This design comes from an exercise in tuning for small area, a short achievable clock period and few clock cycles per item on the open sky130 flow, not from production work.
Only simulation tests tie the RTL to the original design; equivalence was not proved.

==> flow/design.v, too long to show whole: its modules and the start of the top module <==
// module pha_prop_mul: 362 lines
// module pha_acc_sum: 518 lines
// module pi_heading_aligner_top: 209 lines
module pi_heading_aligner_top (
  input  logic                                clk_i,
  input  logic                                rst_ni,
  input  logic                                cfg_we_i,
  input  logic [pha_pkg::AddrW-1:0]           cfg_addr_i,
  input  logic [pha_pkg::CfgDataW-1:0]        cfg_wdata_i,
  input  logic                                in_valid_i,
  output logic                                in_ready_o,
  input  logic signed [pha_pkg::ErrW-1:0]     heading_error_i,
  input  logic                                target_valid_i,
  output logic                                out_valid_o,
  input  logic                                out_ready_i,
  output logic signed [pha_pkg::DriveW-1:0]   left_drive_o,
  output logic signed [pha_pkg::DriveW-1:0]   right_drive_o,
  output logic signed [pha_pkg::DriveW-1:0]   steer_value_o,
  output logic                                aligned_o
);
  // ...
==> flow/flow/run.sh <==
#!/bin/bash
set -euo pipefail
HERE="$(cd "$(dirname "$0")" && pwd)"
mapfile -t ARGS < "$HERE/make_args.txt"
bash standard.sh finish "${ARGS[@]}" > flow_make.log 2>&1
==> flow/flow/make_args.txt <==
SETUP_SLACK_MARGIN=9.8
BUFFER_PORTS_ARGS=-buffer_cell sky130_fd_sc_hd__buf_1
==> flow/standard.sh <==
#!/bin/bash
# synth_recipe.tcl (not shown) runs the flow's synth.tcl, then flattens the netlist and writes it again
# the make line also repeats each setting of config.mk as NAME=value (left out here)
make -C /OpenROAD-flow-scripts/flow DESIGN_CONFIG=/design/flow/config.mk WORK_HOME=/design/flow/orfs CLKGATE_MAP_FILE= SYNTH_SCRIPT=/design/flow/synth_recipe.tcl "${@:-finish}"
==> flow/config.mk <==
export PLATFORM = sky130hd
export DESIGN_NAME = pi_heading_aligner_top
export DESIGN_NICKNAME = pi_heading_aligner_top
export VERILOG_FILES = /design/flow/design.v
export SDC_FILE = /design/flow/constraint.sdc
export NUM_CORES = 4
export LEC_CHECK = 0
export ABC_AREA = 1
export CAP_MARGIN = 20
export CORE_MARGIN = 2
export CORE_UTILIZATION = 50
export SLEW_MARGIN = 20
export TNS_END_PERCENT = 5
==> flow/constraint.sdc <==
create_clock -name core_clock -period 15.0 [get_ports {clk_i}]
set_input_delay 3.0000 -clock core_clock [delete_from_list [all_inputs] [get_ports {clk_i}]]
set_output_delay 3.0000 -clock core_clock [all_outputs]
set_load 0.01 [all_outputs]
==> flow_summary_export.csv, run 1 <==
group,metric,value,unit
cts,root_buffer,"clkbuf_16",
synth,synth_commonest_cells,"nand2_1 (595), inv_1 (586), xor2_1 (381)",
finish,buffer_area_frac,0.0706,
outcome,status,"no timing/DRC/antenna violations",
synth,netlist_instances,3497,
hold_path,hold_path.class,"flip-flop to flip-flop",
place,placed_cell_area,28900,um2
floorplan,io_pins,94,
cts,cts_setup_buffers,65,
route,drt-total-wl,95100,um
finish,nClkBuffers,41,
worst_setup_path,crit_family,"adder cells",
timing,slew_headroom,0.384,
finish,seq_share,0.216,
finish,largest-register,"cfg_q",
worst_setup_path,cpMostUsedCell,"nand2_1",
global_route,grt_use_met3,0.0515,
finish,layout.cells.most_common,"nand2_1",
route,drc_errors,0,
route,vias,25516,
job,drv_cap,0,
route,ant_nets,0,
cts,ctsHoldBuffers,0,
cts,path_clk_slew,0.06,ns
timing,fin_worst_skew,0.0114,ns
worst_setup_path,path_buf_inv,4,
timing,worstMarginPinSlew,0.924,ns
worst_setup_path,crit_end,"s1_prop_q[27]",
timing,period_share,0.342,
synth,synth-compound-area-share,0.139,
synth,synth_top_family_by_area,"adder cells",
route,vias_per_cell,5.69,
hold_path,min_delay_path_depth,0,
finish,largest_reg_flops,85,
Testbench counts, summed over its fixed seeds: cycles 5,952, items 5,760.
==> module pi_heading_aligner_top, before the edit <==
module pi_heading_aligner_top (
  input  logic                                clk_i,
  input  logic                                rst_ni,
  input  logic                                cfg_we_i,
  input  logic [pha_pkg::AddrW-1:0]           cfg_addr_i,
  input  logic [pha_pkg::CfgDataW-1:0]        cfg_wdata_i,
  input  logic                                in_valid_i,
  output logic                                in_ready_o,
  input  logic signed [pha_pkg::ErrW-1:0]     heading_error_i,
  input  logic                                target_valid_i,
  output logic                                out_valid_o,
  input  logic                                out_ready_i,
  output logic signed [pha_pkg::DriveW-1:0]   left_drive_o,
  output logic signed [pha_pkg::DriveW-1:0]   right_drive_o,
  output logic signed [pha_pkg::DriveW-1:0]   steer_value_o,
  output logic                                aligned_o
);
  localparam int unsigned IW = 21;   
  pha_pkg::cfg_t cfg_q;
  logic sk_valid_q, s0_valid_q, s1_valid_q, s2_valid_q, out_valid_q;
  logic adv, s0_load, in_acc, in_ready_q;
  logic [ErrW-1:0]        sk_err_q, s0_err_q;
  logic                   sk_tgt_q, s0_tgt_q, s1_tgt_q, s2_tgt_q;
  logic signed [IW-1:0]   integ_q;
  logic [36:0]            s1_prop_q;
  logic [36:5]            s2_acc_q;
  logic signed [DriveW-1:0] left_q, right_q, steer_q;
  logic                   aligned_q;
  logic [GainEncW-1:0] gain_enc;
  always_comb begin
    for (int j = 0; j < GainW / 2; j++) begin
      logic y1, y0, ym;
      y1 = cfg_wdata_i[2*j+1];
      y0 = cfg_wdata_i[2*j];
      ym = (j == 0) ? 1'b0 : cfg_wdata_i[2*j-1];
      gain_enc[3*j]   = y0 ^ ym;
      gain_enc[3*j+1] = (y1 & !y0 & !ym) | (!y1 & y0 & ym);
      gain_enc[3*j+2] = y1;
    end
  end
  always_ff @(posedge clk_i or negedge rst_ni) begin
    if (!rst_ni) begin
      cfg_q.prop_gain      <= '0;
      cfg_q.integ_gain     <= '0;
      cfg_q.integ_limit    <= '0;
      cfg_q.speed_limit    <= SpeedLimReset;
      cfg_q.seek_direction <= SeekNone;
    end else if (cfg_we_i) begin
      unique case (cfg_addr_i)
        RegPropGain:  cfg_q.prop_gain      <= gain_enc;
        RegIntegGain: cfg_q.integ_gain     <= gain_enc;
        RegIntegLim:  cfg_q.integ_limit    <= cfg_wdata_i[ILimW-1:0];
        RegSpeedLim:  cfg_q.speed_limit    <= cfg_wdata_i[SpdW-1:0];
        RegSeekDir:   cfg_q.seek_direction <= cfg_wdata_i[SeekW-1:0];
        default: ;
      endcase
    end
  end
  assign adv        = !out_valid_q || out_ready_i;
  assign s0_load    = adv || !s0_valid_q;
  assign in_ready_o = in_ready_q;
  assign in_acc     = in_valid_i && !sk_valid_q;
  always_ff @(posedge clk_i or negedge rst_ni) begin
    if (!rst_ni) begin
      in_ready_q <= 1'b1;
    end else if (s0_load) begin
      in_ready_q <= 1'b1;
    end else if (in_acc) begin
      in_ready_q <= 1'b0;
    end
  end
  always_ff @(posedge clk_i or negedge rst_ni) begin
    if (!rst_ni) begin
      sk_valid_q  <= 1'b0;
      s0_valid_q  <= 1'b0;
      s1_valid_q  <= 1'b0;
      s2_valid_q  <= 1'b0;
      out_valid_q <= 1'b0;
    end else begin
      if (s0_load) begin
        sk_valid_q <= 1'b0;
        s0_valid_q <= sk_valid_q || in_acc;
      end else if (in_acc) begin
        sk_valid_q <= 1'b1;
      end
      if (adv) begin
        s1_valid_q  <= s0_valid_q;
        s2_valid_q  <= s1_valid_q;
        out_valid_q <= s2_valid_q;
      end
    end
  end
  always_ff @(posedge clk_i) begin
    if (!sk_valid_q) begin
      sk_err_q <= heading_error_i;
      sk_tgt_q <= target_valid_i;
    end
  end
  always_ff @(posedge clk_i) begin
    if (s0_load) begin
      s0_err_q <= sk_valid_q ? sk_err_q : heading_error_i;
      s0_tgt_q <= sk_valid_q ? sk_tgt_q : target_valid_i;
    end
  end
  logic signed [IW:0]   sum_x;
  logic [IW-1:0]        imag;
  logic                 sneg, over_lim;
  logic signed [IW-1:0] integ_d, nlim, plim;
  logic [36:0]          prop_d;
  always_comb begin
    sum_x    = {integ_q[IW-1], integ_q}
             + {{(IW+1-ErrW){s0_err_q[ErrW-1]}}, s0_err_q};
    sneg     = sum_x[IW];
    imag     = sum_x[IW-1:0] ^ {IW{sneg}};
    over_lim = {imag, sneg} > {{(IW-ILimW){1'b0}}, cfg_q.integ_limit, 1'b0};
    plim     = $signed({{(IW-ILimW){1'b0}}, cfg_q.integ_limit});
    nlim     = -plim;
    if (!s0_tgt_q) begin
      integ_d = '0;
    end else if (!over_lim) begin
      integ_d = sum_x[IW-1:0];
    end else if (sneg) begin
      integ_d = nlim;
    end else begin
      integ_d = plim;
    end
  end
  pha_prop_mul u_prop (
    .kp_i (cfg_q.prop_gain),
    .ki_i (cfg_q.integ_gain),
    .e_i  (s0_err_q),
    .q_o  (prop_d)
  );
  always_ff @(posedge clk_i or negedge rst_ni) begin
    if (!rst_ni) begin
      integ_q <= '0;
    end else if (adv && s0_valid_q) begin
      integ_q <= integ_d;
    end
  end
  always_ff @(posedge clk_i) begin
    if (adv) begin
      s1_prop_q <= prop_d;
      s1_tgt_q  <= s0_tgt_q;
    end
  end
  logic [36:0] acc;
  pha_acc_sum u_acc (
    .ki_i    (cfg_q.integ_gain),
    .integ_i (integ_q),
    .q_i     (s1_prop_q),
    .acc_o   (acc)
  );
  always_ff @(posedge clk_i) begin
    if (adv) begin
      s2_acc_q <= acc[36:5];
      s2_tgt_q <= s1_tgt_q;
    end
  end
  logic signed [DriveW-1:0] pi_steer, steer_d, right_d, left_d, spd, nspd, nsteer;
  logic                     in_range, neg, over;
  logic [SpdW-1:0]          mag;
  always_comb begin
    in_range = (&s2_acc_q[36:20]) || !(|s2_acc_q[36:20]);
    if (in_range) begin
      pi_steer = s2_acc_q[20:5];
    end else begin
      pi_steer = s2_acc_q[36] ? 16'sh8000 : 16'sh7fff;
    end
    if (s2_tgt_q) begin
      steer_d = pi_steer;
    end else if (cfg_q.seek_direction == SeekLeft) begin
      steer_d = SeekValue;
    end else if (cfg_q.seek_direction == SeekRight) begin
      steer_d = -SeekValue;
    end else begin
      steer_d = '0;
    end
    spd    = $signed({1'b0, cfg_q.speed_limit});
    nspd   = -spd;
    nsteer = -steer_d;
    neg    = steer_d[DriveW-1];
    mag    = steer_d[SpdW-1:0] ^ {SpdW{neg}};
    over   = {mag, neg} > {cfg_q.speed_limit, 1'b0};
    if (!over) begin
      right_d = steer_d;
      left_d  = nsteer;
    end else if (neg) begin
      right_d = nspd;
      left_d  = spd;
    end else begin
      right_d = spd;
      left_d  = nspd;
    end
  end
  always_ff @(posedge clk_i) begin
    if (adv) begin
      steer_q   <= steer_d;
      right_q   <= right_d;
      left_q    <= left_d;
      aligned_q <= s2_tgt_q && ((steer_d == '0) || (cfg_q.speed_limit == '0));
    end
  end
  assign out_valid_o   = out_valid_q;
  assign left_drive_o  = left_q;
  assign right_drive_o = right_q;
  assign steer_value_o = steer_q;
  assign aligned_o     = aligned_q;
endmodule
==> inputs of run 2 (changes only) <==
--- a/flow/design.v
+++ b/flow/design.v
@@ -27,17 +27,17 @@
     logic [SpdW-1:0]         speed_limit;
     logic [SeekW-1:0]        seek_direction;
   } cfg_t;
 endpackage
 module pha_prop_mul (
   input  logic [23:0] kp_i,
   input  logic [23:0] ki_i,
   input  logic [13:0] e_i,
-  output logic [36:0] q_o
+  output logic [29:0] q_o
 );
   wire pm_one0 = kp_i[0];
   wire pm_two0 = kp_i[1];
   wire pm_neg0 = kp_i[2];
   wire pm_one1 = kp_i[3];
   wire pm_two1 = kp_i[4];
   wire pm_neg1 = kp_i[5];
   wire pm_one2 = kp_i[6];
@@ -388,17 +388,17 @@
   wire pm_c220 = pm_w104 & pm_w117;
   wire [36:0] pm_r0 = {1'b1, 1'b0, 1'b1, 1'b0, 1'b1, 1'b0, 1'b1, 1'b0, pm_w119, pm_c220, pm_c219, pm_c218, pm_c217, pm_c216, pm_c215, pm_c214, pm_c213, pm_c212, pm_c211, pm_c210, pm_c209, pm_c208, pm_c207, pm_c206, pm_c205, pm_c204, pm_c203, pm_c202, pm_c201, pm_c200, pm_c199, pm_c198, pm_c197, pm_c196, pm_s196, pm_c195, pm_s195};
   wire [36:0] pm_r1 = {1'b0, 1'b0, 1'b0, 1'b0, 1'b0, 1'b0, 1'b0, 1'b0, 1'b0, pm_w118, pm_s220, pm_s219, pm_s218, pm_s217, pm_s216, pm_s215, pm_s214, pm_s213, pm_s212, pm_s211, pm_s210, pm_s209, pm_s208, pm_s207, pm_s206, pm_s205, pm_s204, pm_s203, pm_s202, pm_s201, pm_s200, pm_s199, pm_s198, pm_s197, am_neg1, pm_w1, am_neg0};
   assign q_o = pm_r0 + pm_r1;
 endmodule
 module pha_acc_sum (
   input  logic [23:0] ki_i,
   input  logic [20:0] integ_i,
-  input  logic [36:0] q_i,
+  input  logic [29:0] q_i,
   output logic [36:0] acc_o
 );
   wire am_one0 = ki_i[0];
   wire am_two0 = ki_i[1];
   wire am_neg0 = ki_i[2];
   wire am_one1 = ki_i[3];
   wire am_two1 = ki_i[4];
   wire am_neg1 = ki_i[5];
@@ -769,148 +769,142 @@
   wire am_s261 = am_w148 ^ am_w168 ^ q_i[28];
   wire am_c261 = (am_w148 & am_w168) | (am_w148 & q_i[28]) | (am_w168 & q_i[28]);
   wire am_s262 = am_w109 ^ am_w129 ^ am_w149;
   wire am_c262 = (am_w109 & am_w129) | (am_w109 & am_w149) | (am_w129 & am_w149);
   wire am_s263 = am_w169 ^ q_i[29];
   wire am_c263 = am_w169 & q_i[29];
   wire am_s264 = am_w130 ^ am_w150 ^ am_w170;
   wire am_c264 = (am_w130 & am_w150) | (am_w130 & am_w170) | (am_w150 & am_w170);
-  wire am_s265 = am_w131 ^ am_w151;
-  wire am_c265 = am_w131 & am_w151;
-  wire am_s266 = am_w4 ^ am_w24;
-  wire am_c266 = am_w4 & am_w24;
-  wire am_s267 = am_w5 ^ am_w25 ^ am_w45;
-  wire am_c267 = (am_w5 & am_w25) | (am_w5 & am_w45) | (am_w25 & am_w45);
-  wire am_s268 = am_s218 ^ am_w46 ^ am_w66;
-  wire am_c268 = (am_s218 & am_w46) | (am_s218 & am_w66) | (am_w46 & am_w66);
-  wire am_s269 = am_c218 ^ am_s219 ^ am_w67;
-  wire am_c269 = (am_c218 & am_s219) | (am_c218 & am_w67) | (am_s219 & am_w67);
-  wire am_s270 = am_c219 ^ am_s220 ^ am_s221;
-  wire am_c270 = (am_c219 & am_s220) | (am_c219 & am_s221) | (am_s220 & am_s221);
-  wire am_s271 = am_c220 ^ am_c221 ^ am_s222;
-  wire am_c271 = (am_c220 & am_c221) | (am_c220 & am_s222) | (am_c221 & am_s222);
-  wire am_s272 = am_c222 ^ am_c223 ^ am_s224;
-  wire am_c272 = (am_c222 & am_c223) | (am_c222 & am_s224) | (am_c223 & am_s224);
-  wire am_s273 = am_c224 ^ am_c225 ^ am_s226;
-  wire am_c273 = (am_c224 & am_c225) | (am_c224 & am_s226) | (am_c225 & am_s226);
-  wire am_s274 = am_c226 ^ am_c227 ^ am_s228;
-  wire am_c274 = (am_c226 & am_c227) | (am_c226 & am_s228) | (am_c227 & am_s228);
-  wire am_s275 = am_c228 ^ am_c229 ^ am_s230;
-  wire am_c275 = (am_c228 & am_c229) | (am_c228 & am_s230) | (am_c229 & am_s230);
-  wire am_s276 = am_c230 ^ am_c231 ^ am_s232;
-  wire am_c276 = (am_c230 & am_c231) | (am_c230 & am_s232) | (am_c231 & am_s232);
-  wire am_s277 = am_c232 ^ am_c233 ^ am_s234;
-  wire am_c277 = (am_c232 & am_c233) | (am_c232 & am_s234) | (am_c233 & am_s234);
-  wire am_s278 = am_c234 ^ am_c235 ^ am_s236;
-  wire am_c278 = (am_c234 & am_c235) | (am_c234 & am_s236) | (am_c235 & am_s236);
-  wire am_s279 = am_c236 ^ am_c237 ^ am_s238;
-  wire am_c279 = (am_c236 & am_c237) | (am_c236 & am_s238) | (am_c237 & am_s238);
-  wire am_s280 = am_c238 ^ am_c239 ^ am_s240;
-  wire am_c280 = (am_c238 & am_c239) | (am_c238 & am_s240) | (am_c239 & am_s240);
-  wire am_s281 = am_c240 ^ am_c241 ^ am_s242;
-  wire am_c281 = (am_c240 & am_c241) | (am_c240 & am_s242) | (am_c241 & am_s242);
-  wire am_s282 = am_c242 ^ am_c243 ^ am_s244;
-  wire am_c282 = (am_c242 & am_c243) | (am_c242 & am_s244) | (am_c243 & am_s244);
-  wire am_s283 = am_c244 ^ am_c245 ^ am_s246;
-  wire am_c283 = (am_c244 & am_c245) | (am_c244 & am_s246) | (am_c245 & am_s246);
-  wire am_s284 = am_c246 ^ am_c247 ^ am_s248;
-  wire am_c284 = (am_c246 & am_c247) | (am_c246 & am_s248) | (am_c247 & am_s248);
-  wire am_s285 = am_c248 ^ am_c249 ^ am_s250;
-  wire am_c285 = (am_c248 & am_c249) | (am_c248 & am_s250) | (am_c249 & am_s250);
-  wire am_s286 = am_c250 ^ am_c251 ^ am_s252;
-  wire am_c286 = (am_c250 & am_c251) | (am_c250 & am_s252) | (am_c251 & am_s252);
-  wire am_s287 = am_c252 ^ am_c253 ^ am_s254;
-  wire am_c287 = (am_c252 & am_c253) | (am_c252 & am_s254) | (am_c253 & am_s254);
-  wire am_s288 = am_c254 ^ am_c255 ^ am_s256;
-  wire am_c288 = (am_c254 & am_c255) | (am_c254 & am_s256) | (am_c255 & am_s256);
-  wire am_s289 = am_c256 ^ am_c257 ^ am_s258;
-  wire am_c289 = (am_c256 & am_c257) | (am_c256 & am_s258) | (am_c257 & am_s258);
-  wire am_s290 = am_c258 ^ am_c259 ^ am_s260;
-  wire am_c290 = (am_c258 & am_c259) | (am_c258 & am_s260) | (am_c259 & am_s260);
-  wire am_s291 = am_c260 ^ am_c261 ^ am_s262;
-  wire am_c291 = (am_c260 & am_c261) | (am_c260 & am_s262) | (am_c261 & am_s262);
-  wire am_s292 = am_c262 ^ am_c263 ^ am_s264;
-  wire am_c292 = (am_c262 & am_c263) | (am_c262 & am_s264) | (am_c263 & am_s264);
-  wire am_s293 = am_c264 ^ am_s265 ^ am_w171;
-  wire am_c293 = (am_c264 & am_s265) | (am_c264 & am_w171) | (am_s265 & am_w171);
-  wire am_s294 = am_c265 ^ am_w152 ^ am_w172;
-  wire am_c294 = (am_c265 & am_w152) | (am_c265 & am_w172) | (am_w152 & am_w172);
-  wire am_s295 = am_w153 ^ am_w173;
-  wire am_c295 = am_w153 & am_w173;
-  wire am_s296 = am_w2 ^ am_w22;
-  wire am_c296 = am_w2 & am_w22;
-  wire am_s297 = am_w3 ^ am_w23 ^ q_i[3];
-  wire am_c297 = (am_w3 & am_w23) | (am_w3 & q_i[3]) | (am_w23 & q_i[3]);
-  wire am_s298 = am_s266 ^ am_w44 ^ q_i[4];
-  wire am_c298 = (am_s266 & am_w44) | (am_s266 & q_i[4]) | (am_w44 & q_i[4]);
-  wire am_s299 = am_c266 ^ am_s267 ^ q_i[5];
-  wire am_c299 = (am_c266 & am_s267) | (am_c266 & q_i[5]) | (am_s267 & q_i[5]);
-  wire am_s300 = am_c267 ^ am_s268 ^ q_i[6];
-  wire am_c300 = (am_c267 & am_s268) | (am_c267 & q_i[6]) | (am_s268 & q_i[6]);
-  wire am_s301 = am_c268 ^ am_s269 ^ q_i[7];
-  wire am_c301 = (am_c268 & am_s269) | (am_c268 & q_i[7]) | (am_s269 & q_i[7]);
-  wire am_s302 = am_c269 ^ am_s270 ^ q_i[8];
-  wire am_c302 = (am_c269 & am_s270) | (am_c269 & q_i[8]) | (am_s270 & q_i[8]);
-  wire am_s303 = am_c270 ^ am_s271 ^ am_s223;
-  wire am_c303 = (am_c270 & am_s271) | (am_c270 & am_s223) | (am_s271 & am_s223);
-  wire am_s304 = am_c271 ^ am_s272 ^ am_s225;
-  wire am_c304 = (am_c271 & am_s272) | (am_c271 & am_s225) | (am_s272 & am_s225);
-  wire am_s305 = am_c272 ^ am_s273 ^ am_s227;
-  wire am_c305 = (am_c272 & am_s273) | (am_c272 & am_s227) | (am_s273 & am_s227);
-  wire am_s306 = am_c273 ^ am_s274 ^ am_s229;
-  wire am_c306 = (am_c273 & am_s274) | (am_c273 & am_s229) | (am_s274 & am_s229);
-  wire am_s307 = am_c274 ^ am_s275 ^ am_s231;
-  wire am_c307 = (am_c274 & am_s275) | (am_c274 & am_s231) | (am_s275 & am_s231);
-  wire am_s308 = am_c275 ^ am_s276 ^ am_s233;
-  wire am_c308 = (am_c275 & am_s276) | (am_c275 & am_s233) | (am_s276 & am_s233);
-  wire am_s309 = am_c276 ^ am_s277 ^ am_s235;
-  wire am_c309 = (am_c276 & am_s277) | (am_c276 & am_s235) | (am_s277 & am_s235);
-  wire am_s310 = am_c277 ^ am_s278 ^ am_s237;
-  wire am_c310 = (am_c277 & am_s278) | (am_c277 & am_s237) | (am_s278 & am_s237);
-  wire am_s311 = am_c278 ^ am_s279 ^ am_s239;
-  wire am_c311 = (am_c278 & am_s279) | (am_c278 & am_s239) | (am_s279 & am_s239);
-  wire am_s312 = am_c279 ^ am_s280 ^ am_s241;
-  wire am_c312 = (am_c279 & am_s280) | (am_c279 & am_s241) | (am_s280 & am_s241);
-  wire am_s313 = am_c280 ^ am_s281 ^ am_s243;
-  wire am_c313 = (am_c280 & am_s281) | (am_c280 & am_s243) | (am_s281 & am_s243);
-  wire am_s314 = am_c281 ^ am_s282 ^ am_s245;
-  wire am_c314 = (am_c281 & am_s282) | (am_c281 & am_s245) | (am_s282 & am_s245);
-  wire am_s315 = am_c282 ^ am_s283 ^ am_s247;
-  wire am_c315 = (am_c282 & am_s283) | (am_c282 & am_s247) | (am_s283 & am_s247);
-  wire am_s316 = am_c283 ^ am_s284 ^ am_s249;
-  wire am_c316 = (am_c283 & am_s284) | (am_c283 & am_s249) | (am_s284 & am_s249);
-  wire am_s317 = am_c284 ^ am_s285 ^ am_s251;
-  wire am_c317 = (am_c284 & am_s285) | (am_c284 & am_s251) | (am_s285 & am_s251);
-  wire am_s318 = am_c285 ^ am_s286 ^ am_s253;
-  wire am_c318 = (am_c285 & am_s286) | (am_c285 & am_s253) | (am_s286 & am_s253);
-  wire am_s319 = am_c286 ^ am_s287 ^ am_s255;
-  wire am_c319 = (am_c286 & am_s287) | (am_c286 & am_s255) | (am_s287 & am_s255);
-  wire am_s320 = am_c287 ^ am_s288 ^ am_s257;
-  wire am_c320 = (am_c287 & am_s288) | (am_c287 & am_s257) | (am_s288 & am_s257);
-  wire am_s321 = am_c288 ^ am_s289 ^ am_s259;
-  wire am_c321 = (am_c288 & am_s289) | (am_c288 & am_s259) | (am_s289 & am_s259);
-  wire am_s322 = am_c289 ^ am_s290 ^ am_s261;
-  wire am_c322 = (am_c289 & am_s290) | (am_c289 & am_s261) | (am_s290 & am_s261);
-  wire am_s323 = am_c290 ^ am_s291 ^ am_s263;
-  wire am_c323 = (am_c290 & am_s291) | (am_c290 & am_s263) | (am_s291 & am_s263);
-  wire am_s324 = am_c291 ^ am_s292 ^ q_i[30];
-  wire am_c324 = (am_c291 & am_s292) | (am_c291 & q_i[30]) | (am_s292 & q_i[30]);
-  wire am_s325 = am_c292 ^ am_s293 ^ q_i[31];
-  wire am_c325 = (am_c292 & am_s293) | (am_c292 & q_i[31]) | (am_s293 & q_i[31]);
-  wire am_s326 = am_c293 ^ am_s294 ^ q_i[32];
-  wire am_c326 = (am_c293 & am_s294) | (am_c293 & q_i[32]) | (am_s294 & q_i[32]);
-  wire am_s327 = am_c294 ^ am_s295 ^ q_i[33];
-  wire am_c327 = (am_c294 & am_s295) | (am_c294 & q_i[33]) | (am_s295 & q_i[33]);
-  wire am_s328 = am_c295 ^ am_w174 ^ q_i[34];
-  wire am_c328 = (am_c295 & am_w174) | (am_c295 & q_i[34]) | (am_w174 & q_i[34]);
-  wire am_s329 = am_w175 ^ q_i[35];
-  wire am_c329 = am_w175 & q_i[35];
-  wire [36:0] am_r0 = {am_c329, am_c328, am_c327, am_c326, am_c325, am_c324, am_c323, am_c322, am_c321, am_c320, am_c319, am_c318, am_c317, am_c316, am_c315, am_c314, am_c313, am_c312, am_c311, am_c310, am_c309, am_c308, am_c307, am_c306, am_c305, am_c304, am_c303, am_c302, am_c301, am_c300, am_c299, am_c298, am_c297, am_c296, am_s296, am_w1, am_w0};
-  wire [36:0] am_r1 = {q_i[36], am_s329, am_s328, am_s327, am_s326, am_s325, am_s324, am_s323, am_s322, am_s321, am_s320, am_s319, am_s318, am_s317, am_s316, am_s315, am_s314, am_s313, am_s312, am_s311, am_s310, am_s309, am_s308, am_s307, am_s306, am_s305, am_s304, am_s303, am_s302, am_s301, am_s300, am_s299, am_s298, am_s297, q_i[2], q_i[1], q_i[0]};
+  wire am_s265 = am_w4 ^ am_w24;
+  wire am_c265 = am_w4 & am_w24;
+  wire am_s266 = am_w5 ^ am_w25 ^ am_w45;
+  wire am_c266 = (am_w5 & am_w25) | (am_w5 & am_w45) | (am_w25 & am_w45);
+  wire am_s267 = am_s218 ^ am_w46 ^ am_w66;
+  wire am_c267 = (am_s218 & am_w46) | (am_s218 & am_w66) | (am_w46 & am_w66);
+  wire am_s268 = am_c218 ^ am_s219 ^ am_w67;
+  wire am_c268 = (am_c218 & am_s219) | (am_c218 & am_w67) | (am_s219 & am_w67);
+  wire am_s269 = am_c219 ^ am_s220 ^ am_s221;
+  wire am_c269 = (am_c219 & am_s220) | (am_c219 & am_s221) | (am_s220 & am_s221);
+  wire am_s270 = am_c220 ^ am_c221 ^ am_s222;
+  wire am_c270 = (am_c220 & am_c221) | (am_c220 & am_s222) | (am_c221 & am_s222);
+  wire am_s271 = am_c222 ^ am_c223 ^ am_s224;
+  wire am_c271 = (am_c222 & am_c223) | (am_c222 & am_s224) | (am_c223 & am_s224);
+  wire am_s272 = am_c224 ^ am_c225 ^ am_s226;
+  wire am_c272 = (am_c224 & am_c225) | (am_c224 & am_s226) | (am_c225 & am_s226);
+  wire am_s273 = am_c226 ^ am_c227 ^ am_s228;
+  wire am_c273 = (am_c226 & am_c227) | (am_c226 & am_s228) | (am_c227 & am_s228);
+  wire am_s274 = am_c228 ^ am_c229 ^ am_s230;
+  wire am_c274 = (am_c228 & am_c229) | (am_c228 & am_s230) | (am_c229 & am_s230);
+  wire am_s275 = am_c230 ^ am_c231 ^ am_s232;
+  wire am_c275 = (am_c230 & am_c231) | (am_c230 & am_s232) | (am_c231 & am_s232);
+  wire am_s276 = am_c232 ^ am_c233 ^ am_s234;
+  wire am_c276 = (am_c232 & am_c233) | (am_c232 & am_s234) | (am_c233 & am_s234);
+  wire am_s277 = am_c234 ^ am_c235 ^ am_s236;
+  wire am_c277 = (am_c234 & am_c235) | (am_c234 & am_s236) | (am_c235 & am_s236);
+  wire am_s278 = am_c236 ^ am_c237 ^ am_s238;
+  wire am_c278 = (am_c236 & am_c237) | (am_c236 & am_s238) | (am_c237 & am_s238);
+  wire am_s279 = am_c238 ^ am_c239 ^ am_s240;
+  wire am_c279 = (am_c238 & am_c239) | (am_c238 & am_s240) | (am_c239 & am_s240);
+  wire am_s280 = am_c240 ^ am_c241 ^ am_s242;
+  wire am_c280 = (am_c240 & am_c241) | (am_c240 & am_s242) | (am_c241 & am_s242);
+  wire am_s281 = am_c242 ^ am_c243 ^ am_s244;
+  wire am_c281 = (am_c242 & am_c243) | (am_c242 & am_s244) | (am_c243 & am_s244);
+  wire am_s282 = am_c244 ^ am_c245 ^ am_s246;
+  wire am_c282 = (am_c244 & am_c245) | (am_c244 & am_s246) | (am_c245 & am_s246);
+  wire am_s283 = am_c246 ^ am_c247 ^ am_s248;
+  wire am_c283 = (am_c246 & am_c247) | (am_c246 & am_s248) | (am_c247 & am_s248);
+  wire am_s284 = am_c248 ^ am_c249 ^ am_s250;
+  wire am_c284 = (am_c248 & am_c249) | (am_c248 & am_s250) | (am_c249 & am_s250);
+  wire am_s285 = am_c250 ^ am_c251 ^ am_s252;
+  wire am_c285 = (am_c250 & am_c251) | (am_c250 & am_s252) | (am_c251 & am_s252);
+  wire am_s286 = am_c252 ^ am_c253 ^ am_s254;
+  wire am_c286 = (am_c252 & am_c253) | (am_c252 & am_s254) | (am_c253 & am_s254);
+  wire am_s287 = am_c254 ^ am_c255 ^ am_s256;
+  wire am_c287 = (am_c254 & am_c255) | (am_c254 & am_s256) | (am_c255 & am_s256);
+  wire am_s288 = am_c256 ^ am_c257 ^ am_s258;
+  wire am_c288 = (am_c256 & am_c257) | (am_c256 & am_s258) | (am_c257 & am_s258);
+  wire am_s289 = am_c258 ^ am_c259 ^ am_s260;
+  wire am_c289 = (am_c258 & am_c259) | (am_c258 & am_s260) | (am_c259 & am_s260);
+  wire am_s290 = am_c260 ^ am_c261 ^ am_s262;
+  wire am_c290 = (am_c260 & am_c261) | (am_c260 & am_s262) | (am_c261 & am_s262);
+  wire am_s291 = am_c262 ^ am_c263 ^ am_s264;
+  wire am_c291 = (am_c262 & am_c263) | (am_c262 & am_s264) | (am_c263 & am_s264);
+  wire am_s292 = am_c264 ^ am_w131 ^ am_w151;
+  wire am_c292 = (am_c264 & am_w131) | (am_c264 & am_w151) | (am_w131 & am_w151);
+  wire am_s293 = am_w152 ^ am_w172;
+  wire am_c293 = am_w152 & am_w172;
+  wire am_s294 = am_w2 ^ am_w22;
+  wire am_c294 = am_w2 & am_w22;
+  wire am_s295 = am_w3 ^ am_w23 ^ q_i[3];
+  wire am_c295 = (am_w3 & am_w23) | (am_w3 & q_i[3]) | (am_w23 & q_i[3]);
+  wire am_s296 = am_s265 ^ am_w44 ^ q_i[4];
+  wire am_c296 = (am_s265 & am_w44) | (am_s265 & q_i[4]) | (am_w44 & q_i[4]);
+  wire am_s297 = am_c265 ^ am_s266 ^ q_i[5];
+  wire am_c297 = (am_c265 & am_s266) | (am_c265 & q_i[5]) | (am_s266 & q_i[5]);
+  wire am_s298 = am_c266 ^ am_s267 ^ q_i[6];
+  wire am_c298 = (am_c266 & am_s267) | (am_c266 & q_i[6]) | (am_s267 & q_i[6]);
+  wire am_s299 = am_c267 ^ am_s268 ^ q_i[7];
+  wire am_c299 = (am_c267 & am_s268) | (am_c267 & q_i[7]) | (am_s268 & q_i[7]);
+  wire am_s300 = am_c268 ^ am_s269 ^ q_i[8];
+  wire am_c300 = (am_c268 & am_s269) | (am_c268 & q_i[8]) | (am_s269 & q_i[8]);
+  wire am_s301 = am_c269 ^ am_s270 ^ am_s223;
+  wire am_c301 = (am_c269 & am_s270) | (am_c269 & am_s223) | (am_s270 & am_s223);
+  wire am_s302 = am_c270 ^ am_s271 ^ am_s225;
+  wire am_c302 = (am_c270 & am_s271) | (am_c270 & am_s225) | (am_s271 & am_s225);
+  wire am_s303 = am_c271 ^ am_s272 ^ am_s227;
+  wire am_c303 = (am_c271 & am_s272) | (am_c271 & am_s227) | (am_s272 & am_s227);
+  wire am_s304 = am_c272 ^ am_s273 ^ am_s229;
+  wire am_c304 = (am_c272 & am_s273) | (am_c272 & am_s229) | (am_s273 & am_s229);
+  wire am_s305 = am_c273 ^ am_s274 ^ am_s231;
+  wire am_c305 = (am_c273 & am_s274) | (am_c273 & am_s231) | (am_s274 & am_s231);
+  wire am_s306 = am_c274 ^ am_s275 ^ am_s233;
+  wire am_c306 = (am_c274 & am_s275) | (am_c274 & am_s233) | (am_s275 & am_s233);
+  wire am_s307 = am_c275 ^ am_s276 ^ am_s235;
+  wire am_c307 = (am_c275 & am_s276) | (am_c275 & am_s235) | (am_s276 & am_s235);
+  wire am_s308 = am_c276 ^ am_s277 ^ am_s237;
+  wire am_c308 = (am_c276 & am_s277) | (am_c276 & am_s237) | (am_s277 & am_s237);
+  wire am_s309 = am_c277 ^ am_s278 ^ am_s239;
+  wire am_c309 = (am_c277 & am_s278) | (am_c277 & am_s239) | (am_s278 & am_s239);
+  wire am_s310 = am_c278 ^ am_s279 ^ am_s241;
+  wire am_c310 = (am_c278 & am_s279) | (am_c278 & am_s241) | (am_s279 & am_s241);
+  wire am_s311 = am_c279 ^ am_s280 ^ am_s243;
+  wire am_c311 = (am_c279 & am_s280) | (am_c279 & am_s243) | (am_s280 & am_s243);
+  wire am_s312 = am_c280 ^ am_s281 ^ am_s245;
+  wire am_c312 = (am_c280 & am_s281) | (am_c280 & am_s245) | (am_s281 & am_s245);
+  wire am_s313 = am_c281 ^ am_s282 ^ am_s247;
+  wire am_c313 = (am_c281 & am_s282) | (am_c281 & am_s247) | (am_s282 & am_s247);
+  wire am_s314 = am_c282 ^ am_s283 ^ am_s249;
+  wire am_c314 = (am_c282 & am_s283) | (am_c282 & am_s249) | (am_s283 & am_s249);
+  wire am_s315 = am_c283 ^ am_s284 ^ am_s251;
+  wire am_c315 = (am_c283 & am_s284) | (am_c283 & am_s251) | (am_s284 & am_s251);
+  wire am_s316 = am_c284 ^ am_s285 ^ am_s253;
+  wire am_c316 = (am_c284 & am_s285) | (am_c284 & am_s253) | (am_s285 & am_s253);
+  wire am_s317 = am_c285 ^ am_s286 ^ am_s255;
+  wire am_c317 = (am_c285 & am_s286) | (am_c285 & am_s255) | (am_s286 & am_s255);
+  wire am_s318 = am_c286 ^ am_s287 ^ am_s257;
+  wire am_c318 = (am_c286 & am_s287) | (am_c286 & am_s257) | (am_s287 & am_s257);
+  wire am_s319 = am_c287 ^ am_s288 ^ am_s259;
+  wire am_c319 = (am_c287 & am_s288) | (am_c287 & am_s259) | (am_s288 & am_s259);
+  wire am_s320 = am_c288 ^ am_s289 ^ am_s261;
+  wire am_c320 = (am_c288 & am_s289) | (am_c288 & am_s261) | (am_s289 & am_s261);
+  wire am_s321 = am_c289 ^ am_s290 ^ am_s263;
+  wire am_c321 = (am_c289 & am_s290) | (am_c289 & am_s263) | (am_s290 & am_s263);
+  wire am_s322 = am_c290 ^ am_s291 ^ 1'b1;
+  wire am_c322 = (am_c290 & am_s291) | (am_c290 & 1'b1) | (am_s291 & 1'b1);
+  wire am_s323 = am_c291 ^ am_s292 ^ am_w171;
+  wire am_c323 = (am_c291 & am_s292) | (am_c291 & am_w171) | (am_s292 & am_w171);
+  wire am_s324 = am_c292 ^ am_s293 ^ 1'b1;
+  wire am_c324 = (am_c292 & am_s293) | (am_c292 & 1'b1) | (am_s293 & 1'b1);
+  wire am_s325 = am_c293 ^ am_w153 ^ am_w173;
+  wire am_c325 = (am_c293 & am_w153) | (am_c293 & am_w173) | (am_w153 & am_w173);
+  wire am_s326 = am_w174 ^ 1'b1;
+  wire am_c326 = am_w174 & 1'b1;
+  wire [36:0] am_r0 = {1'b1, am_c326, am_c325, am_c324, am_c323, am_c322, am_c321, am_c320, am_c319, am_c318, am_c317, am_c316, am_c315, am_c314, am_c313, am_c312, am_c311, am_c310, am_c309, am_c308, am_c307, am_c306, am_c305, am_c304, am_c303, am_c302, am_c301, am_c300, am_c299, am_c298, am_c297, am_c296, am_c295, am_c294, am_s294, am_w1, am_w0};
+  wire [36:0] am_r1 = {1'b0, am_w175, am_s326, am_s325, am_s324, am_s323, am_s322, am_s321, am_s320, am_s319, am_s318, am_s317, am_s316, am_s315, am_s314, am_s313, am_s312, am_s311, am_s310, am_s309, am_s308, am_s307, am_s306, am_s305, am_s304, am_s303, am_s302, am_s301, am_s300, am_s299, am_s298, am_s297, am_s296, am_s295, q_i[2], q_i[1], q_i[0]};
   assign acc_o = am_r0 + am_r1;
 endmodule
 import pha_pkg::*;
 module pi_heading_aligner_top (
   input  logic                                clk_i,
   input  logic                                rst_ni,
   input  logic                                cfg_we_i,
   input  logic [pha_pkg::AddrW-1:0]           cfg_addr_i,
@@ -928,17 +922,17 @@
 );
   localparam int unsigned IW = 21;   
   pha_pkg::cfg_t cfg_q;
   logic sk_valid_q, s0_valid_q, s1_valid_q, s2_valid_q, out_valid_q;
   logic adv, s0_load, in_acc, in_ready_q;
   logic [ErrW-1:0]        sk_err_q, s0_err_q;
   logic                   sk_tgt_q, s0_tgt_q, s1_tgt_q, s2_tgt_q;
   logic signed [IW-1:0]   integ_q;
-  logic [36:0]            s1_prop_q;
+  logic [29:0]            s1_prop_q;
   logic [36:5]            s2_acc_q;
   logic signed [DriveW-1:0] left_q, right_q, steer_q;
   logic                   aligned_q;
   logic [GainEncW-1:0] gain_enc;
   always_comb begin
     for (int j = 0; j < GainW / 2; j++) begin
       logic y1, y0, ym;
       y1 = cfg_wdata_i[2*j+1];
@@ -1012,17 +1006,17 @@
       s0_err_q <= sk_valid_q ? sk_err_q : heading_error_i;
       s0_tgt_q <= sk_valid_q ? sk_tgt_q : target_valid_i;
     end
   end
   logic signed [IW:0]   sum_x;
   logic [IW-1:0]        imag;
   logic                 sneg, over_lim;
   logic signed [IW-1:0] integ_d, nlim, plim;
-  logic [36:0]          prop_d;
+  logic [29:0]          prop_d;
   always_comb begin
     sum_x    = {integ_q[IW-1], integ_q}
              + {{(IW+1-ErrW){s0_err_q[ErrW-1]}}, s0_err_q};
     sneg     = sum_x[IW];
     imag     = sum_x[IW-1:0] ^ {IW{sneg}};
     over_lim = {imag, sneg} > {{(IW-ILimW){1'b0}}, cfg_q.integ_limit, 1'b0};
     plim     = $signed({{(IW-ILimW){1'b0}}, cfg_q.integ_limit});
     nlim     = -plim;
==> flow/flow/make_args.txt (replaced) <==
SETUP_SLACK_MARGIN=9.9
BUFFER_PORTS_ARGS=-buffer_cell sky130_fd_sc_hd__buf_1
==> flow/config.mk (replaced) <==
export PLATFORM = sky130hd
export DESIGN_NAME = pi_heading_aligner_top
export DESIGN_NICKNAME = pi_heading_aligner_top
export VERILOG_FILES = /design/flow/design.v
export SDC_FILE = /design/flow/constraint.sdc
export NUM_CORES = 4
export LEC_CHECK = 0
export ABC_AREA = 1
export CAP_MARGIN = 20
export CORE_MARGIN = 2
export CORE_UTILIZATION = 40
export SLEW_MARGIN = 20
export TNS_END_PERCENT = 5
==> run 2 against run 1 <==
Still clean. Non-clock buffer count grew 11. Area after synthesis is 0.42% lower. Register-to-register slack improved by 0.07 ns. Die area up 24%. Cell area up 2.4%. Via count fell by 0.26%. Sequential cell count unchanged. First-iteration DRC count increased by 14%. Routed wire length decreased by 1.4%. Critical endpoint is now s2_acc_q[32].
==> flow_summary_export.csv, run 2 <==
group,metric,value,unit
route,drc_errors,0,
timing,finalMaxSlewViolations,0,
synth,yosys-top-cells-area,"fa_1 (15%), edfxtp_1 (14%), xor2_1 (12%)",
synth,synthFlopType,"edfxtp_1",
synth,synth_top_area_frac,0.153,
floorplan,coreArea,69700,um2
timing,whs,0.463,ns
synth,syn-num-nets,3915,
synth,synth.distinct_cells,53,
cts,cts_made_buffers,30,
global_route,grt_first_pass_wirelength,136000,um
global_route,grt.total_usage,0.243,
floorplan,dieHeight,269,um
worst_setup_path,r2r_end,"s2_acc_q[32]",
synth,synth_most_common_cell,"inv_1",
worst_setup_path,r2r_cells,21,
worst_setup_path,crit_arrival,5.38,ns
finish,reg_top3,"cfg_q x85, s2_acc_q x32, s1_prop_q x30",
cts,root_buffer,"clkbuf_16",
synth,yosys_warnings,1,
synth,ys_seq_area_frac,0.247,
worst_setup_path,r2r_start,"cfg_q[40]",
cts,cts_tree,"yes",
route,vias_per_cell,5.41,
floorplan,io_pins,94,
synth,yosys.area.top_type,"fa_1",
floorplan,die_area,72200,um2
finish,largest-register,"cfg_q",
finish,syn2layout_area_growth,18.2,%
route,drt-total-wl,93800,um
synth,syn-cell-area,28000,um2
floorplan,rows,97,
synth,synth_edf_count,127,
timing,worstMarginPinSlew,0.957,ns
global_route,grt_max_degree,70,
finish,layout.cells.non_filler,4701,
synth,synth-async-reset-ratio,0.441,
synth,synth_commonest_cells,"inv_1 (599), nand2_1 (577), xor2_1 (385)",
cts,cts.sink_count,254,
global_route,antenna_found_initial,3,
worst_setup_path,critPathMaxFanout,5,
finish,fin_util,0.475,
cts,cts_buffer_depth,3,
worst_setup_path,ff2ff_setup_slack,9.94,ns
global_route,overflow,0,
route,firstDrtPassIters,6,
finish,fin_nets,4149,
synth,synth_area_per_cell,8.00,um2
worst_setup_path,critPathLaunch,"cfg_q[40]",
hold_path,hold_path.class,"flip-flop to flip-flop",
timing,fmax,198,MHz
timing,fin_worst_skew,0.0193,ns
timing,grt_setup_unrepaired,"true",
place,placed_cells,4391,
synth,netlist_instances,3502,
worst_setup_path,crit_path_end_kind,"flip-flop",
floorplan,start_util,0.402,
hold_path,hp-start,"s2_valid_q",
route,wl_per_cell,19.9,um
worst_setup_path,required,15.32,ns
finish,nFillCells,6718,
worst_setup_path,cp-start-kind,"flip-flop",
cts,clkLatencyLatePin,0.59,ns
place,dp_hpwl,67000,um
floorplan,die_w,269,um
route,drtIter0Drc,2873,
hold_path,min_delay_path_depth,1,
timing,period_share,0.337,
timing,fin_crit,5.06,ns
place,io_buffers,93,
timing,final-setup-viol-count,0,
finish,largest_reg_flops,85,
outcome,status,"no timing/DRC/antenna violations",
worst_setup_path,worstSetupPathType,"flip-flop to flip-flop",
route,highest_layer,"met5",
job,drv_cap,0,
route,vias,25449,
finish,drive_gt1_frac,0.160,
place,routabilityCongestion,0.940,
finish,layout.cells.most_common,"nand2_1",
finish,layout_common_cells,"nand2_1 (568), inv_1 (535), xor2_1 (383)",
timing,fin_setup_tns,0,ns
timing,slew_headroom,0.362,
cts,path_clk_slew,0.06,ns
cts,htreeDepth,1,
global_route,grt_pass1_vias,23496,
route,ant_nets,0,
synth,ys_ff_latch,254,
hold_path,worstHoldEndpoint,"out_valid_q",
route,dr_wl_met2,41400,um
route,wirelength_met1,39500,um
route,dr_wl_met3,8380,um
timing,hold_viol,0,
## run 2: cell types whose count changed in the layout (fill, tap and decap cells not counted), sizes merged, moves of 10 or more
| cell | before | now |
|---|---|---|
| a21oi | 148 | 158 |
| inv | 542 | 554 |
| nand2 | 623 | 600 |
| nand3 | 113 | 130 |
| nand4 | 39 | 26 |
| nor2 | 171 | 190 |
## run 2: worst max-delay path by stage
stage / endpoint / slack, ns / depth (start not counted)
after global routing: s2_acc_q[34] / 9.74 / 21
final: s2_acc_q[32] / 9.94 / 21
after global placement: integ_q[7] / 9.09 / 8
after floorplan: s1_valid_q / 9.42 / 5
after detailed placement: integ_q[10] / 9.05 / 8
after CTS: s1_prop_q[26] / 9.81 / 18
## run 2: per-layer routing
layer / GRT usage / vias up
met4: 0.0923 / 4
met1: 0.337 / 12043
met5: 0 / -
met2: 0.379 / 1273
li1: - / 11813
met3: 0.0412 / 316
## run 2: cells by family after synthesis
group | after synthesis | synth area share
AND/OR/NAND/NOR | 988 | 0.148
multiplexers | 15 | 0.00603
AO/OA/AOI/OAI | 682 | 0.139
buffers and inverters | 775 | 0.106
XOR/XNOR | 418 | 0.131
flip-flops | 254 | 0.247
adder cells (fa/ha/maj) | 370 | 0.223
## run 2: worst max-delay path: stages, from the launching register on
cell and delay [ns]:
dfrtp_2 0.45, clkinvlp_4 0.21, buf_4 0.21, o22ai_1 0.17, xor2_1 0.20, fa_2 0.30
inv_1 0.08, fa_1 0.53, inv_1 0.05, fa_1 0.48, inv_1 0.06, fa_1 0.56
inv_1 0.07, ha_2 0.39, nand2_1 0.12, nor2_1 0.17, inv_1 0.09, o21a_1 0.22
o21ai_1 0.19, a21oi_1 0.09, nand2_1 0.09, xor2_1 0.06
## run 2: timing repair
| item | CTS | global route |
|---|---|---|
| pin swaps | 0 | 21 |
| resized for setup | 80 | 179 |
| endpoints found under the setup margin | 58 | 56 |
| setup buffers | 81 | 144 |
| hold buffers | 0 | 0 |
| gates cloned | 10 | 18 |
## run 2: area by class of cell
type,count,area [um2],share of cell area
diodes,1,2.50,0.0000756
clock buffers,41,917,0.0277
clock inverters,15,148,0.00446
inverters,617,2570,0.0777
multi-input cells,2473,18600,0.562
flip-flops and latches,254,7000,0.211
well taps,940,1180,0.0355
repair buffers,332,2490,0.0753
repair inverters,28,183,0.00552
## run 2: per-stage QoR
step	worst slack (ns)	area (um2)
global placement	9.09	29000
floorplan	9.42	28100
global route	9.74	33100
CTS	9.81	31200
finish	9.94	33100
detailed placement	9.05	29000
Testbench counts of run 2, summed over its fixed seeds: cycles 5,952, items 5,760.
==> inputs of run 3 (changes only) <==
==> flow/flow/make_args.txt (replaced) <==
SETUP_SLACK_MARGIN=9.8
BUFFER_PORTS_ARGS=-buffer_cell sky130_fd_sc_hd__buf_1
==> run 3 against run 2 <==
Area after synthesis did not move. Sequential cell count stayed put. Routed wire length is 2.7% lower. Utilization decreased by 1.0 points. Register-to-register slack worse by 0.096 ns. Critical endpoint is now s1_prop_q[19]. Largest cell class unchanged.
==> flow_summary_export.csv, run 3 <==
group,metric,value,unit
synth,synth.distinct_cells,53,
route,wl_per_cell,19.6,um
worst_setup_path,cp-start-kind,"flip-flop",
finish,layout.cells.non_filler,4659,
global_route,antenna_found_initial,3,
route,vias,25075,
hold_path,hold_path.class,"flip-flop to flip-flop",
worst_setup_path,required,15.34,ns
route,drtIter0Drc,2834,
floorplan,die_area,72200,um2
finish,fin_nets,4107,
floorplan,dieHeight,269,um
synth,synthFlopType,"edfxtp_1",
timing,worstMarginPinSlew,0.951,ns
route,ant_nets,0,
timing,period_share,0.344,
timing,fmax,194,MHz
timing,hold_viol,0,
synth,syn-cell-area,28000,um2
worst_setup_path,crit_path_end_kind,"flip-flop",
worst_setup_path,critPathMaxFanout,10,
cts,cts.sink_count,254,
cts,root_buffer,"clkbuf_16",
finish,multi_input_area,18300,um2
synth,yosys.area.top_type,"fa_1",
floorplan,die_w,269,um
synth,netlist_instances,3502,
cts,clkLatencyLatePin,0.59,ns
timing,fin_crit,5.15,ns
floorplan,start_util,0.402,
synth,yosys_warnings,1,
synth,ys_seq_area_frac,0.247,
global_route,grt_max_degree,70,
place,routabilityCongestion,0.940,
finish,reg_top3,"cfg_q x85, s2_acc_q x32, s1_prop_q x30",
route,drc_errors,0,
worst_setup_path,worstSetupPathType,"flip-flop to flip-flop",
timing,fin_setup_tns,0,ns
global_route,grt_pass1_vias,23067,
global_route,grt_first_pass_wirelength,133000,um
cts,htreeDepth,1,
route,firstDrtPassIters,6,
outcome,status,"no timing/DRC/antenna violations",
cts,ctsHoldBuffers,0,
finish,layout_common_cells,"nand2_1 (572), inv_1 (537), xor2_1 (384)",
finish,largest-register,"cfg_q",
place,placed_cells,4391,
worst_setup_path,crit_arrival,5.49,ns
synth,ys_ff_latch,254,
synth,synth-async-reset-ratio,0.441,
synth,synth_top_area_frac,0.153,
place,io_buffers,93,
global_route,overflow,0,
finish,nFillCells,6817,
worst_setup_path,r2r_start,"cfg_q[61]",
timing,slew_headroom,0.366,
worst_setup_path,crit_family,"adder cells",
global_route,grt.total_usage,0.237,
synth,synth_most_common_cell,"inv_1",
route,vias_per_cell,5.38,
worst_setup_path,crit_chain,"clkinvlp_4 > buf_4 > o22ai_1 > xor2_1 > fa_1 > inv_1 > fa_1 > fa_1 > inv_1 > fa_1 > ha_1 > a21oi_1 > inv_1 > a21oi_1 > a21boi_1 > o21ai_1 > a21o_1 > nand2_1 > nand2_1",
cts,cts_made_buffers,30,
timing,final-setup-viol-count,0,
floorplan,rows,97,
finish,layout.cells.most_common,"nand2_1",
synth,yosys-top-cells-area,"fa_1 (15%), edfxtp_1 (14%), xor2_1 (12%)",
finish,syn2layout_area_growth,15.7,%
synth,syn-num-nets,3915,
synth,synth_area_per_cell,8.00,um2
worst_setup_path,crit_path_max_incr_delay,0.54,ns
timing,finalMaxSlewViolations,0,
timing,fin_worst_skew,0.0202,ns
finish,drive_gt1_frac,0.134,
floorplan,coreArea,69700,um2
route,drt-total-wl,91300,um
worst_setup_path,cpMostUsedCell,"fa_1",
cts,cts_tree,"yes",
synth,synth_edf_count,127,
finish,largest_reg_flops,85,
cts,cts_buffer_depth,3,
hold_path,hp-start,"s2_valid_q",
worst_setup_path,critPathLaunch,"cfg_q[61]",
timing,grt_setup_unrepaired,"true",
worst_setup_path,slowest_stage,"fa_1",
floorplan,io_pins,94,
worst_setup_path,path_buf_inv,5,
timing,whs,0.464,ns
job,drv_cap,0,
finish,seqCellArea,6990,um2
synth,synth_commonest_cells,"inv_1 (599), nand2_1 (577), xor2_1 (385)",
place,dp_hpwl,67000,um
cts,path_clk_slew,0.06,ns
## run 3: cells by family (layout without fill, tap and decap cells)
kind of cell	after synthesis	count (layout)	share of synthesized area
flip-flops	254	254	0.247
buffers and inverters	775	991	0.106
multiplexers	15	15	0.00603
other	0	1	0
XOR/XNOR	418	418	0.131
AND/OR/NAND/NOR	988	988	0.148
AO/OA/AOI/OAI	682	682	0.139
adder cells (fa/ha/maj)	370	370	0.223
## run 3: layout make-up
| cell class | instances | share of cell area |
|---|---|---|
| Clock inverter | 15 | 0.00455 |
| Inverter | 617 | 0.0792 |
| Clock buffer | 41 | 0.0283 |
| Timing Repair inverter | 22 | 0.00440 |
| Timing Repair Buffer | 296 | 0.0667 |
| Antenna cell | 1 | 0.0000772 |
| Sequential cell | 254 | 0.215 |
| Multi-Input combinational cell | 2473 | 0.565 |
| Tap cell | 940 | 0.0363 |
## run 3: timing repair
action | CTS | global route
setup endpoints to repair | 53 | 57
setup buffers | 39 | 150
gates cloned | 2 | 20
resized for setup | 41 | 126
pin swaps | 0 | 8
## run 3: routing by layer
layer  global-route usage  vias to the layer above  part of all wire
met5                    0                        -           0.00025
met2                0.371                     1224              0.44
met1                0.335                    11850              0.42
met3               0.0358                      265             0.092
li1                     -                    11732                 -
met4               0.0827                        4             0.045
## run 3: worst paths after layout
kind	cells after the start	endpoint	slack, ns
min in group asynchronous	1	cfg_q[35]	2.49
setup reg to reg	19	s1_prop_q[19]	9.85
hold / removal	1	out_valid_q	0.46
setup / recovery	19	s1_prop_q[19]	9.85
hold reg to reg	1	out_valid_q	0.46
max in group asynchronous	2	cfg_q[42]	11.00
## run 3: stage by stage
step | utilization | worst slack (ns) | cell area (um2)
floorplan | - | 9.42 | 28100
global placement | 0.417 | 9.09 | 29000
detailed placement | 0.417 | 9.05 | 29000
CTS | 0.439 | 9.65 | 30600
global route | 0.465 | 9.60 | 32400
finish | 0.465 | 9.85 | 32400
==> inputs of run 4 (changes only) <==
--- a/flow/config.mk
+++ b/flow/config.mk
@@ -11,3 +11,2 @@
 export CORE_UTILIZATION = 40
 export SLEW_MARGIN = 20
-export TNS_END_PERCENT = 5
==> run 4 against run 3 <==
Still clean. Critical path depth is 1 higher. Count of clock-buffer cells in the layout is 1 higher. Utilization is 0.31 points higher. Worst hold slack improved by 0.0057 ns. Critical endpoint is now s2_acc_q[26]. Largest cell class unchanged. Highest routed layer unchanged.
==> flow_summary_export.csv, run 4 <==
group,metric,value,unit
outcome,status,"no timing/DRC/antenna violations",
worst_setup_path,worstSetupPathType,"flip-flop to flip-flop",
timing,period_share,0.339,
place,dp_hpwl,69400,um
worst_setup_path,r2r_cells,20,
synth,synth_commonest_cells,"inv_1 (599), nand2_1 (577), xor2_1 (385)",
synth,netlist_instances,3502,
floorplan,io_pins,94,
finish,layout_common_cells,"nand2_1 (572), inv_1 (538), xor2_1 (383)",
floorplan,die_w,269,um
worst_setup_path,crit_path_max_incr_delay,0.51,ns
floorplan,start_util,0.402,
route,ant_nets,0,
cts,htreeDepth,1,
synth,synth_edf_count,127,
route,firstDrtPassIters,6,
synth,syn-num-nets,3915,
route,vias_per_cell,5.39,
timing,fin_setup_tns,0,ns
synth,yosys.area.top_type,"fa_1",
global_route,grt.total_usage,0.248,
route,drtIter0Drc,2772,
finish,syn2layout_area_growth,16.5,%
worst_setup_path,crit_chain,"clkinvlp_4 > buf_4 > o22ai_1 > xor2_1 > fa_1 > fa_1 > fa_1 > inv_1 > fa_1 > inv_1 > ha_1 > nand2_2 > nor4_2 > nand2_1 > nand2_2 > nand2_1 > nand2_1 > nand3_1 > nand3_1 > nand2_1",
finish,drive_gt1_frac,0.148,
finish,fin_util,0.468,
route,drc_errors,0,
cts,root_buffer,"clkbuf_16",
finish,reg_top3,"cfg_q x85, s2_acc_q x32, s1_prop_q x30",
worst_setup_path,ff2ff_setup_slack,9.91,ns
global_route,grt_pass1_vias,23609,
timing,grt_setup_unrepaired,"true",
finish,largest-register,"cfg_q",
synth,ys_ff_latch,254,
finish,fin_nets,4144,
timing,final-setup-viol-count,0,
finish,largest_reg_flops,85,
synth,synth-async-reset-ratio,0.441,
job,drv_cap,0,
floorplan,die_area,72200,um2
synth,syn-cell-area,28000,um2
worst_setup_path,crit_path_end_kind,"flip-flop",
route,wl_per_cell,20.0,um
route,vias,25328,
place,placed_cells,4393,
global_route,grt_max_degree,65,
floorplan,dieHeight,269,um
synth,yosys-top-cells-area,"fa_1 (15%), edfxtp_1 (14%), xor2_1 (12%)",
finish,layout.cells.non_filler,4698,
route,drt-total-wl,93900,um
timing,worstMarginPinSlew,0.982,ns
synth,synth.distinct_cells,53,
cts,cts.sink_count,254,
timing,hold_viol,0,
hold_path,hold_path.class,"flip-flop to flip-flop",
synth,ys_seq_area_frac,0.247,
timing,slew_headroom,0.345,
global_route,overflow,0,
cts,ctsHoldBuffers,0,
synth,synth_top_area_frac,0.153,
synth,synthFlopType,"edfxtp_1",
cts,path_clk_slew,0.06,ns
finish,layout.cells.most_common,"nand2_1",
synth,synth_most_common_cell,"inv_1",
synth,yosys_warnings,1,
worst_setup_path,crit_arrival,5.42,ns
worst_setup_path,slowest_stage,"fa_1",
cts,cts_made_buffers,30,
place,routabilityCongestion,0.971,
global_route,antenna_found_initial,3,
cts,cts_tree,"yes",
synth,synth_area_per_cell,8.00,um2
worst_setup_path,critPathMaxFanout,8,
place,io_buffers,93,
global_route,grt_first_pass_wirelength,137000,um
timing,fmax,196,MHz
worst_setup_path,required,15.33,ns
worst_setup_path,cp-start-kind,"flip-flop",
timing,fin_crit,5.09,ns
floorplan,coreArea,69700,um2
timing,fin_worst_skew,0.0249,ns
cts,clkLatencyLatePin,0.58,ns
cts,cts_buffer_depth,3,
floorplan,rows,97,
place,placed_cell_area,29100,um2
finish,post-route-cell-area,32600,um2
timing,finalMaxSlewViolations,0,
hold_path,min_delay_path_depth,1,
## run 4: changes by cell type in the layout (fill, tap and decap cells not counted), moves of 5 or more
cell     previous run  this run
ha_2                1         6
nand3_1           122       109
ha_1              154       148
buf_12             23         8
buf_4             177       226
nand3_2             8        21
## run 4: final cells by class
class | count | area [um2]
Multi-Input combinational cell | 2473 | 18400
Timing Repair inverter | 25 | 168
Timing Repair Buffer | 330 | 2230
Inverter | 617 | 2570
Fill cell | 6849 | 37000
Clock buffer | 42 | 921
Tap cell | 940 | 1180
Antenna cell | 3 | 7.51
Sequential cell | 254 | 6990
Clock inverter | 14 | 138
## run 4: cell families (layout without fill, tap and decap cells)
group                      after synthesis  count (layout)  synth area share
other                                    0               3                 0
and+or+nand+nor                        988             988             0.148
AOI/OAI and AO/OA                      682             682             0.139
buffers and inverters                  775            1028             0.106
muxes                                   15              15           0.00603
xor gates and xnor gates               418             418             0.131
adders and majority gates              370             370             0.223
DFF                                    254             254             0.247
## run 4: critical path, delay by kind of cell (launching register included)
family	cells	cell delay [ns]
compound gates	1	0.23
xor+xnor	1	0.23
fa+ha+maj	5	2.29
buf+inv	4	0.52
flops	1	0.42
simple gates	9	1.12
## run 4: final timing paths
check | from | endpoint
max in group asynchronous | rst_ni | cfg_q[63]
setup reg to reg | integ_q[11] | s2_acc_q[26]
setup / recovery | integ_q[11] | s2_acc_q[26]
min in group asynchronous | rst_ni | integ_q[19]
hold / removal | sk_err_q[0] | sk_err_q[0]
hold reg to reg | sk_err_q[0] | sk_err_q[0]
## run 4: metrics by stage
stage | hold WS (ns) | setup slack [ns]
4_1_cts | 0.456 | 9.80
6_report | 0.470 | 9.91
5_1_grt | 0.483 | 9.60
2_1_floorplan | 0.400 | 9.42
3_5_place_dp | 0.457 | 9.13
3_3_place_gp | 0.448 | 9.18
## run 4: repair_timing
| action | in CTS | in global routing |
|---|---|---|
| gates cloned | 6 | 19 |
| pin swaps | 0 | 4 |
| setup buffers | 66 | 155 |
| resized for setup | 61 | 123 |
| endpoints found under the setup margin | 34 | 55 |
## run 4: metal layers
layer / wire length, um / up-vias / global-route usage / share of wire
met4: 4540 / 2 / 0.0917 / 0.048
met1: 38700 / 11882 / 0.336 / 0.41
met3: 8370 / 282 / 0.0383 / 0.089
li1: - / 11833 / - / -
met5: 10 / - / 0 / 0.00011
met2: 42200 / 1329 / 0.400 / 0.45

## separate check: timing with driven ports
The flow's constraints put no driver on any port. The routed layouts listed below were extracted and timed again, unchanged, in two steps.
Step 1: set_driving_cell puts a clkbuf_16 on clk_i and a buf_2 on each other input, an assumption about the parent block.
Step 2 times the ports against the registers' clock, not the clock port: input delays grow and output delays shrink by t, the midpoint of the rising clock arrivals with the driver on.
a / b / c = no drivers / after step 1 / after step 2; a / b = the first two.
| run | t (ns) | setup slack, ns | hold WS [ns] | worst slew at a driven data input, ns | cell pins on the clock port's net |
|---|---|---|---|---|---|
| run 1 | 0.633 | 9.869 / 9.869 / 9.572 | 0.440 / 0.440 / 0.440 | 0.11 | 1 |
| run 2 | 0.640 | 9.942 / 9.942 / 9.625 | 0.463 / 0.463 / 0.463 | 0.10 | 1 |
| run 3 | 0.639 | 9.846 / 9.846 / 9.662 | 0.464 / 0.464 / 0.464 | 0.11 | 1 |
| run 4 | 0.623 | 9.908 / 9.908 / 9.575 | 0.470 / 0.470 / 0.470 | 0.12 | 1 |
After both steps every run listed still meets setup and hold. For run 4, which loses most, drivers alone change the setup slack by 0.000 ns; drivers and shift together by -0.333 ns.
